Source: an optimization exercise on an open RTL-to-GDS flow (aim: a short achievable clock period and few clock cycles). Production flows keep margins and buffers that such runs may drop.
RTL that was checked went through simulation tests only; none was proved equivalent to the original.
Power figures rest on the tool's default switching activity, not on a simulated workload.

== R ==
==> flow/design.v (excerpt) <==
module mips_core (
	input  logic        clk,
	input  logic        rst,
	output logic [31:0] pc,
	input  logic [31:0] instr,
	output logic        memwrite,
	output logic [31:0] memaddr,
	output logic [31:0] memwritedata,
	input  logic [31:0] memreaddata
);
Size in the first run: ~5,800 cells after synthesis, ~72,000 um2 of cells after synthesis.
==> flow/config.mk <==
export PLATFORM = sky130hd
export DESIGN_NAME = mips_core
export DESIGN_NICKNAME = mips_core
export VERILOG_FILES = /design/flow/design.v
export SDC_FILE = /design/flow/constraint.sdc
export NUM_CORES = 4
export LEC_CHECK = 0
export CAP_MARGIN = 20
export CORE_MARGIN = 2
export CORE_UTILIZATION = 60
export SLEW_MARGIN = 20
export SYNTH_HIERARCHICAL = 1
export SYNTH_MINIMUM_KEEP_SIZE = 0
==> flow/constraint.sdc <==
create_clock -name core_clock -period 9.0 [get_ports {clk}]
set_input_delay 1.8000 -clock core_clock [delete_from_list [all_inputs] [get_ports {clk}]]
set_output_delay 1.8000 -clock core_clock [all_outputs]
set_load 0.01 [all_outputs]
standard.sh (not shown) runs the stock make flow with config.mk's settings and CLKGATE_MAP_FILE= SYNTH_SCRIPT=/design/flow/synth_recipe.tcl, a recipe that flattens the netlist after the stock synthesis.
==> flow/flow/run.sh <==
#!/bin/bash
set -euo pipefail
bash standard.sh SETUP_SLACK_MARGIN=6 TNS_END_PERCENT=100 finish > standard.log 2>&1
[inputs] T vs R
diff --git a/flow/design.v b/flow/design.v
--- a/flow/design.v
+++ b/flow/design.v
@@ -295,38 +295,38 @@
 	ks_add #(.W(8)) f_add (
 		.a    (pc[9:2]),
 		.b    (instr[7:0]),
 		.cin  (1'b1),
 		.s    (f_lo),
 		.cout ()
 	);
 	assign f_take    = f_bpred;
 	assign f_jtarget = {pc4[31:28], instr[25:0], 2'b00};
-	assign f_other  = f_j ? f_jtarget : pc4;
-	assign f_use_bt = !f_j && f_br && f_take;
+	assign f_other  = stall ? pc : f_j ? f_jtarget : pc4;
+	assign f_use_bt = !stall && !f_j && f_br && f_take;
 	assign f_next   = {f_other[31:10], f_use_bt ? f_lo : f_other[9:2], pc[1:0]};
 	logic [31:0] pc_d;
 	mux2v #(.W(16)) f_msel_lo (
 		.s (mispredict),
 		.a (x_alt[15:0]),
 		.b (f_next[15:0]),
 		.y (pc_d[15:0])
 	);
 	mux2v #(.W(16)) f_msel_hi (
 		.s (mispredict_hi),
 		.a (x_alt[31:16]),
 		.b (f_next[31:16]),
 		.y (pc_d[31:16])
 	);
 	always_ff @(posedge clk) begin
 		if (rst)
 			pc <= 32'd0;
-		else if (!stall)
+		else
 			pc <= pc_d;
 	end
 	logic [5:0]  d_op;
 	logic [5:0]  d_fn;
 	logic [4:0]  d_rs, d_rt, d_rd;
 	logic        d_rtype, d_addi, d_load, d_store, d_br;
 	logic        d_fadd, d_fsub, d_fand, d_for, d_fslt;
 	logic [4:0]  d_dst;
 	logic        d_use_rs, d_use_rt;
Findings:
- Side by side, buffer and inverter count on the worst path turned out higher in T than in R.
- Compared with R, T shows a lower synthesized cell count.
- In the reports for T and R, the smaller cell count of the worst reg-to-reg path belongs to R.
- Comparing R with T, the portion of total power attributed to sequential cells came out essentially unchanged.
- T ended with more post-route cell area than R.
- Between T and R, it is T whose worst hold slack is lower, by 0.068 ns.
- NOTE routed wire length R->T increased by a few percent
- T finished every step from synthesis to the final layout, and the layout passed the timing, design-rule and antenna checks.
- Both conditions hold for R: the flow ran to the end and the final layout passed the timing, design-rule and antenna checks.
No functional check of the RTL was part of any run of this note.

========
## job 101
Another version of the RTL of mips_core (not shown whole).
Size in the first run: roughly 5,200 cells after synthesis, ~1,400 flip-flops, about 0.068 mm² of cells after synthesis.
Settings: LEC_CHECK=0, CAP_MARGIN=20, CORE_MARGIN=2, CORE_UTILIZATION=60, SLEW_MARGIN=20; clock period 9.0 ns.
Scripts as last shown in full above: flow/flow/run.sh
diff inputs: job 101 => job 102
--- a/flow/design.v
+++ b/flow/design.v
@@ -134,25 +134,26 @@
 	logic        ex_load;
 	logic        ex_store;
 	logic [4:0]  ex_dst;
 	logic        ex_sub;        
 	logic        ex_op_and;
 	logic        ex_op_or;
 	logic        ex_op_slt;
 	logic        ex_op_add;     
 	logic [31:0] ex_a;          
 	logic [31:0] ex_b;          
 	logic [31:0] ex_bn;         
-	logic        ex_sb_mp, ex_sb_mn, ex_sb_rp, ex_sb_rn;
+	logic [31:0] ex_imm;
+	logic        ex_alusrc;
 	logic [31:0] ex_sd;         
-	logic        ex_sa_mem, ex_ss_mem;   
+	logic        ex_sa_mem, ex_sb_mem, ex_ss_mem;   
 	logic        ex_kill;       
 	logic [31:0] mem_res;
 	logic [31:0] mem_res_n;     
 	logic [31:0] mem_sd;
 	logic        mem_store;
 	logic        mem_load;
 	logic [4:0]  mem_dst;
 	logic [31:0] wb_val;
 	logic [4:0]  wb_dst;
 	logic        stall;
 	logic        mispredict;
@@ -199,33 +200,40 @@
 	);
 	ks_add #(.W(22)) f_dec (
 		.a    (pc[31:10]),
 		.b    (22'h3fffff),
 		.cin  (1'b0),
 		.s    (pc_hi_dec),
 		.cout ()
 	);
 	assign f_short = (instr[15:7] == 9'h000) || (instr[15:7] == 9'h1ff);
 	assign f_take  = f_bpred && f_short;
 	assign f_jtarget = {pc4[31:28], instr[25:0], 2'b00};
-	assign f_other  = f_j ? f_jtarget : pc4;
-	assign f_use_bt = !f_j && f_br && f_take;
+	always_comb begin
+		if (stall)
+			f_other = pc;
+		else if (f_j)
+			f_other = f_jtarget;
+		else
+			f_other = pc4;
+	end
+	assign f_use_bt = !stall && !f_j && f_br && f_take;
 	logic [21:0] f_next_hi1, f_next_hi0;
 	assign f_next_hi1 = f_use_bt ? (instr[7] ? pc[31:10] : pc_hi_inc) : f_other[31:10];
 	assign f_next_hi0 = f_use_bt ? (instr[7] ? pc_hi_dec : pc[31:10]) : f_other[31:10];
 	assign f_next     = {f_c ? f_next_hi1 : f_next_hi0,
 	                     f_use_bt ? f_lo : f_other[9:2], pc[1:0]};
 	always_ff @(posedge clk) begin
 		if (rst)
 			pc <= 32'd0;
-		else if (!stall)
+		else
 			pc <= mispredict ? x_alt : f_next;
 	end
 	logic [5:0]  d_op;
 	logic [5:0]  d_fn;
 	logic [4:0]  d_rs, d_rt, d_rd;
 	logic        d_rtype, d_addi, d_load, d_store, d_br;
 	logic        d_fadd, d_fsub, d_fand, d_for, d_fslt;
 	logic [4:0]  d_dst;
 	logic        d_use_rs, d_use_rt;
 	logic [31:0] d_ra, d_rb;
 	assign d_op = instr[31:26];
@@ -298,60 +306,60 @@
 	always_ff @(posedge clk) begin
 		ex_nk     <= d_op[0] ^ f_take;
 		ex_pred   <= f_take;
 		ex_pc4    <= pc4;
 		ex_off    <= instr[15:0];
 		ex_sub    <= d_sub;
 		ex_op_and <= d_fand;
 		ex_op_or  <= d_for;
 		ex_op_slt <= d_fslt;
 		ex_op_add <= !(d_fand || d_for || d_fslt);
 		ex_a      <= d_a;
-		ex_b      <= d_alusrc ? {{16{instr[15]}}, instr[15:0]} : d_b;
+		ex_b      <= d_b;
 		ex_bn     <= ~d_b;
-		ex_sb_mp  <= !d_alusrc && !d_sub && d_fb_mem;
-		ex_sb_mn  <= !d_alusrc && d_sub && d_fb_mem;
-		ex_sb_rp  <= d_alusrc || (!d_sub && !d_fb_mem);
-		ex_sb_rn  <= !d_alusrc && d_sub && !d_fb_mem;
+		ex_imm    <= {{16{instr[15]}}, instr[15:0]};
+		ex_alusrc <= d_alusrc;
 		ex_sd     <= d_b;
 		ex_sa_mem <= d_fa_mem;
+		ex_sb_mem <= !d_alusrc && d_fb_mem;
 		ex_ss_mem <= d_fb_mem;
 	end
-	logic [31:0] x_a, x_b, x_sd, x_sum, x_other, x_res;
+	logic [31:0] x_a, x_b, x_sd, x_sum, x_other, x_res, x_mem_b, x_b_reg;
 	logic        x_cout, x_slt;
+	assign x_mem_b = ex_sub ? mem_res_n : mem_res;
 	assign x_a     = ex_sa_mem ? mem_res : ex_a;
-	assign x_b     = ({32{ex_sb_mp}} & mem_res) | ({32{ex_sb_mn}} & mem_res_n) |
-	                 ({32{ex_sb_rp}} & ex_b) | ({32{ex_sb_rn}} & ex_bn);
+	assign x_b_reg = ex_alusrc ? ex_imm : ex_sub ? ex_bn : ex_b;
+	assign x_b     = ex_sb_mem ? x_mem_b : x_b_reg;
 	assign x_sd    = ex_ss_mem ? mem_res : ex_sd;
 	ks_add #(.W(32)) x_add (
 		.a    (x_a),
 		.b    (x_b),
 		.cin  (ex_sub),
 		.s    (x_sum),
 		.cout (x_cout)
 	);
 	assign x_slt = x_a[31] ^ x_b[31] ^ x_cout;
 	assign x_other = ({32{ex_op_and}} & (x_a & x_b)) | ({32{ex_op_or}} & (x_a | x_b)) |
 	                 {31'd0, ex_op_slt & x_slt};
 	assign x_res   = ex_op_add ? x_sum : x_other;
 	logic [31:0] x_btarget, x_alt;
 	ks_add #(.W(30)) x_badd (
 		.a    (ex_pc4[31:2]),
 		.b    ({{14{ex_off[15]}}, ex_off}),
 		.cin  (1'b0),
 		.s    (x_btarget[31:2]),
 		.cout ()
 	);
 	assign x_btarget[1:0] = ex_pc4[1:0];
 	assign x_alt          = ex_pred ? ex_pc4 : x_btarget;
-	assign mispredict = ex_br && !ex_kill && ((x_a == x_sd) != ex_nk);
+	assign mispredict = ex_br && !ex_kill && ((x_a == x_b) != ex_nk);
 	always_ff @(posedge clk) begin
 		if (rst) begin
 			mem_store <= 1'b0;
 			mem_load  <= 1'b0;
 			mem_dst   <= 5'd0;
 		end else begin
 			mem_store <= ex_store && !ex_kill;
 			mem_load  <= ex_load && !ex_kill;
 			mem_dst   <= ex_kill ? 5'd0 : ex_dst;
 		end
 	end
--- outcome ---
Job 102 | stages: all done | timing, DRC, antenna: all pass. Number of cells on the critical path was lower in the run labelled job 101. Looking at share of cell area taken by muxes after synthesis, job 102 sits above job 101. Summary of job 102 over job 101: maximum number of pins on one net before global-route repair went up about 13%, total cell area at the placement stage decreased by about 3.4% relative to the old numbers, summed area of non-filler cells in the final layout dropped about 7%, total CTS buffers went down by 2.0%. Between job 102 and job 101, it is job 102 whose worst setup slack is higher, by 0.19 ns. Going from job 101 to job 102, the power consumption was found to have gone down by 5.7%.
Function was not checked in any run of this note: the RTL went through the layout flow alone.

========
Another version of the RTL of mips_core (not shown whole).
Size: ~5700 cells after synthesis, roughly 160 I/O pins, about 71000 sq um of cells after synthesis.
==> flow/design.v (excerpt) <==
module mips_core (
	input  logic        clk,
	input  logic        rst,
	output logic [31:0] pc,
	input  logic [31:0] instr,
	output logic        memwrite,
	output logic [31:0] memaddr,
	output logic [31:0] memwritedata,
	input  logic [31:0] memreaddata
);
	logic        ex_br;         
	logic        ex_nk;         
	logic        ex_pred;
	logic        ex_bne;
	logic        ex_hi_mis;     
	logic [31:0] ex_pc4;        
	logic [15:0] ex_off;        
	logic        ex_load;
	logic        ex_store;
	logic [4:0]  ex_dst;
	logic        ex_sub;        
	logic        ex_op_and;
	logic        ex_op_or;
	logic        ex_op_slt;
	logic        ex_op_add;     
	logic [31:0] ex_a;          
	logic [31:0] ex_b;          
	logic [31:0] ex_bn;         
	logic        ex_sb_mp, ex_sb_mn, ex_sb_rp, ex_sb_rn;
	logic [31:0] ex_sd;         
	logic        ex_sa_mem, ex_ss_mem;   
	logic        ex_kill;       
	logic [31:0] mem_res;
	logic [31:0] mem_res_n;     
	logic [31:0] mem_sd;
	logic        mem_store;
	logic        mem_load;
	logic [4:0]  mem_dst;
	logic [31:0] wb_val;
	logic [4:0]  wb_dst;
	logic        stall;
	logic        mispredict;
	logic [31:0] pc4;
	logic [5:0]  f_op;
	logic        f_j;
	logic        f_br;
	logic        f_bpred;
	logic [7:0]  f_lo;
	logic        f_take;        
	logic [31:0] f_jtarget;
	logic        f_use_bt;
	logic [31:0] f_other;
	logic [31:0] f_next;
	assign f_op = instr[31:26];
	assign f_j  = f_op == 6'b000010;
	assign f_br = f_op[5:1] == 5'b00010;
	assign f_bpred = instr[15] || f_op[0];
	inc_add #(.W(30)) f_inc (
		.a (pc[31:2]),
		.s (pc4[31:2])
	);
	assign pc4[1:0] = pc[1:0];
	ks_add #(.W(8)) f_add (
		.a    (pc[9:2]),
		.b    (instr[7:0]),
		.cin  (1'b1),
		.s    (f_lo),
		.cout ()
	);
	assign f_take    = f_bpred;
	assign f_jtarget = {pc4[31:28], instr[25:0], 2'b00};
	assign f_other  = f_j ? f_jtarget : pc4;
	assign f_use_bt = !f_j && f_br && f_take;
	assign f_next   = {f_other[31:10], f_use_bt ? f_lo : f_other[9:2], pc[1:0]};
	logic [31:0] pc_d;
	mux2v #(.W(32)) f_msel (
		.s (mispredict),
		.a (x_alt),
		.b (f_next),
		.y (pc_d)
	);
	always_ff @(posedge clk) begin
		if (rst)
			pc <= 32'd0;
		else if (!stall)
			pc <= pc_d;
	end
	logic [5:0]  d_op;
	logic [5:0]  d_fn;
	logic [4:0]  d_rs, d_rt, d_rd;
  ...
export LEC_CHECK = 0
export CAP_MARGIN = 20
export CORE_MARGIN = 2
export CORE_UTILIZATION = 60
export SLEW_MARGIN = 20
export SYNTH_HIERARCHICAL = 1
export SYNTH_MINIMUM_KEEP_SIZE = 0
create_clock -name core_clock -period 9.0 [get_ports {clk}]
Scripts as last shown in full above: flow/flow/run.sh
Rerun with:
--- a/flow/design.v
+++ b/flow/design.v
@@ -262,23 +262,23 @@
 	logic        f_br;
 	logic        f_bpred;
 	logic [7:0]  f_lo;
 	logic        f_take;        
 	logic [31:0] f_jtarget;
 	logic        f_use_bt;
 	logic [31:0] f_other;
 	logic [31:0] f_next;
 	assign f_op = instr[31:26];
 	assign f_j  = f_op == 6'b000010;
 	assign f_br = f_op[5:1] == 5'b00010;
-	assign f_bpred = instr[15] || f_op[0];
+	assign f_bpred = (instr[25:21] == instr[20:16]) ? !f_op[0] : (instr[15] || f_op[0]);
 	inc_add #(.W(30)) f_inc (
 		.a (pc[31:2]),
 		.s (pc4[31:2])
 	);
 	assign pc4[1:0] = pc[1:0];
 	ks_add #(.W(8)) f_add (
 		.a    (pc[9:2]),
 		.b    (instr[7:0]),
 		.cin  (1'b1),
 		.s    (f_lo),
 		.cout ()
@@ -488,27 +488,39 @@
 	ks_add #(.W(30)) x_badd (
 		.a    (ex_pc4[31:2]),
 		.b    ({{14{ex_off[15]}}, ex_off}),
 		.cin  (1'b0),
 		.s    (x_btarget[31:2]),
 		.cout ()
 	);
 	assign x_btarget[1:0] = ex_pc4[1:0];
 	logic x_taken;
 	assign x_taken = x_eq ^ ex_bne;
 	assign x_alt   = (ex_pred && !(ex_hi_mis && x_taken)) ? ex_pc4 : x_btarget;
-	eq_cmp #(.W(32)) x_cmp (
-		.a  (x_a),
-		.b  (x_sd),
-		.eq (x_eq)
+	logic x_eq_rr, x_eq_mr, x_eq_rm;
+	eq_cmp #(.W(32)) x_cmp_rr (
+		.a  (ex_a),
+		.b  (ex_sd),
+		.eq (x_eq_rr)
+	);
+	eq_cmp #(.W(32)) x_cmp_mr (
+		.a  (mem_res),
+		.b  (ex_sd),
+		.eq (x_eq_mr)
+	);
+	eq_cmp #(.W(32)) x_cmp_rm (
+		.a  (ex_a),
+		.b  (mem_res),
+		.eq (x_eq_rm)
 	);
+	assign x_eq = ex_sa_mem ? (ex_ss_mem || x_eq_mr) : (ex_ss_mem ? x_eq_rm : x_eq_rr);
 	assign mispredict = ex_br && !ex_kill && ((x_eq != ex_nk) || ex_hi_mis);
 	always_ff @(posedge clk) begin
 		if (rst) begin
 			mem_store <= 1'b0;
 			mem_load  <= 1'b0;
 			mem_dst   <= 5'd0;
 		end else begin
 			mem_store <= ex_store && !ex_kill;
 			mem_load  <= ex_load && !ex_kill;
 			mem_dst   <= ex_kill ? 5'd0 : ex_dst;
 		end
Effect: The new run produced a clean layout; clock-buffer cell count came out lower by 16; total power came out higher by 4.2%; clock skew is about the same; wire length came out lower by 1.7%; cell area came out higher by 2.6%; area after synthesis came out higher by 1.3%; fmax came out higher by 14%; non-clock buffer count came out higher by 40; sequential power came out lower by about 0.5%; global-route usage came out lower by 1.3 points.
Testbench counts after the change, summed over its fixed seeds: cycles 26,129.
For the first run of this note, only the layout was checked, not whether the RTL still works.

port drivers added, routing unchanged:
How much do the figures lean on ideal ports? The routed layouts below were timed once more, with nothing changed but the port constraints.
Step 1 assumes that a clkbuf_16 drives the clock port and a buf_2 every other input.
Step 2 moves the port delays by t, midway between the first and last clock arrival at a register: inputs arrive t later, outputs are due t later. That takes back most of the time a late clock gives input paths.
Three values: no drivers, after step 1, after step 2; two values: the first two.
run	t (ns)	setup WS [ns]	worst data-port slew with drivers (ns)
R	0.869	5.702 / 5.675 / 4.806	0.42
T	0.874	5.689 / 5.678 / 4.804	0.30
job 101	0.868	5.010 / 5.047 / 4.179	0.37
job 102	0.839	5.204 / 5.032 / 4.193	0.43
the first run of note 3	0.845	5.190 / 5.190 / 4.625	0.43
the second run of note 3	0.866	5.654 / 5.626 / 4.760	0.33
After both steps every run listed still meets setup and hold. The setup slack of job 102, which loses most, moves by -0.172 ns with the drivers and by -1.011 ns with both steps.
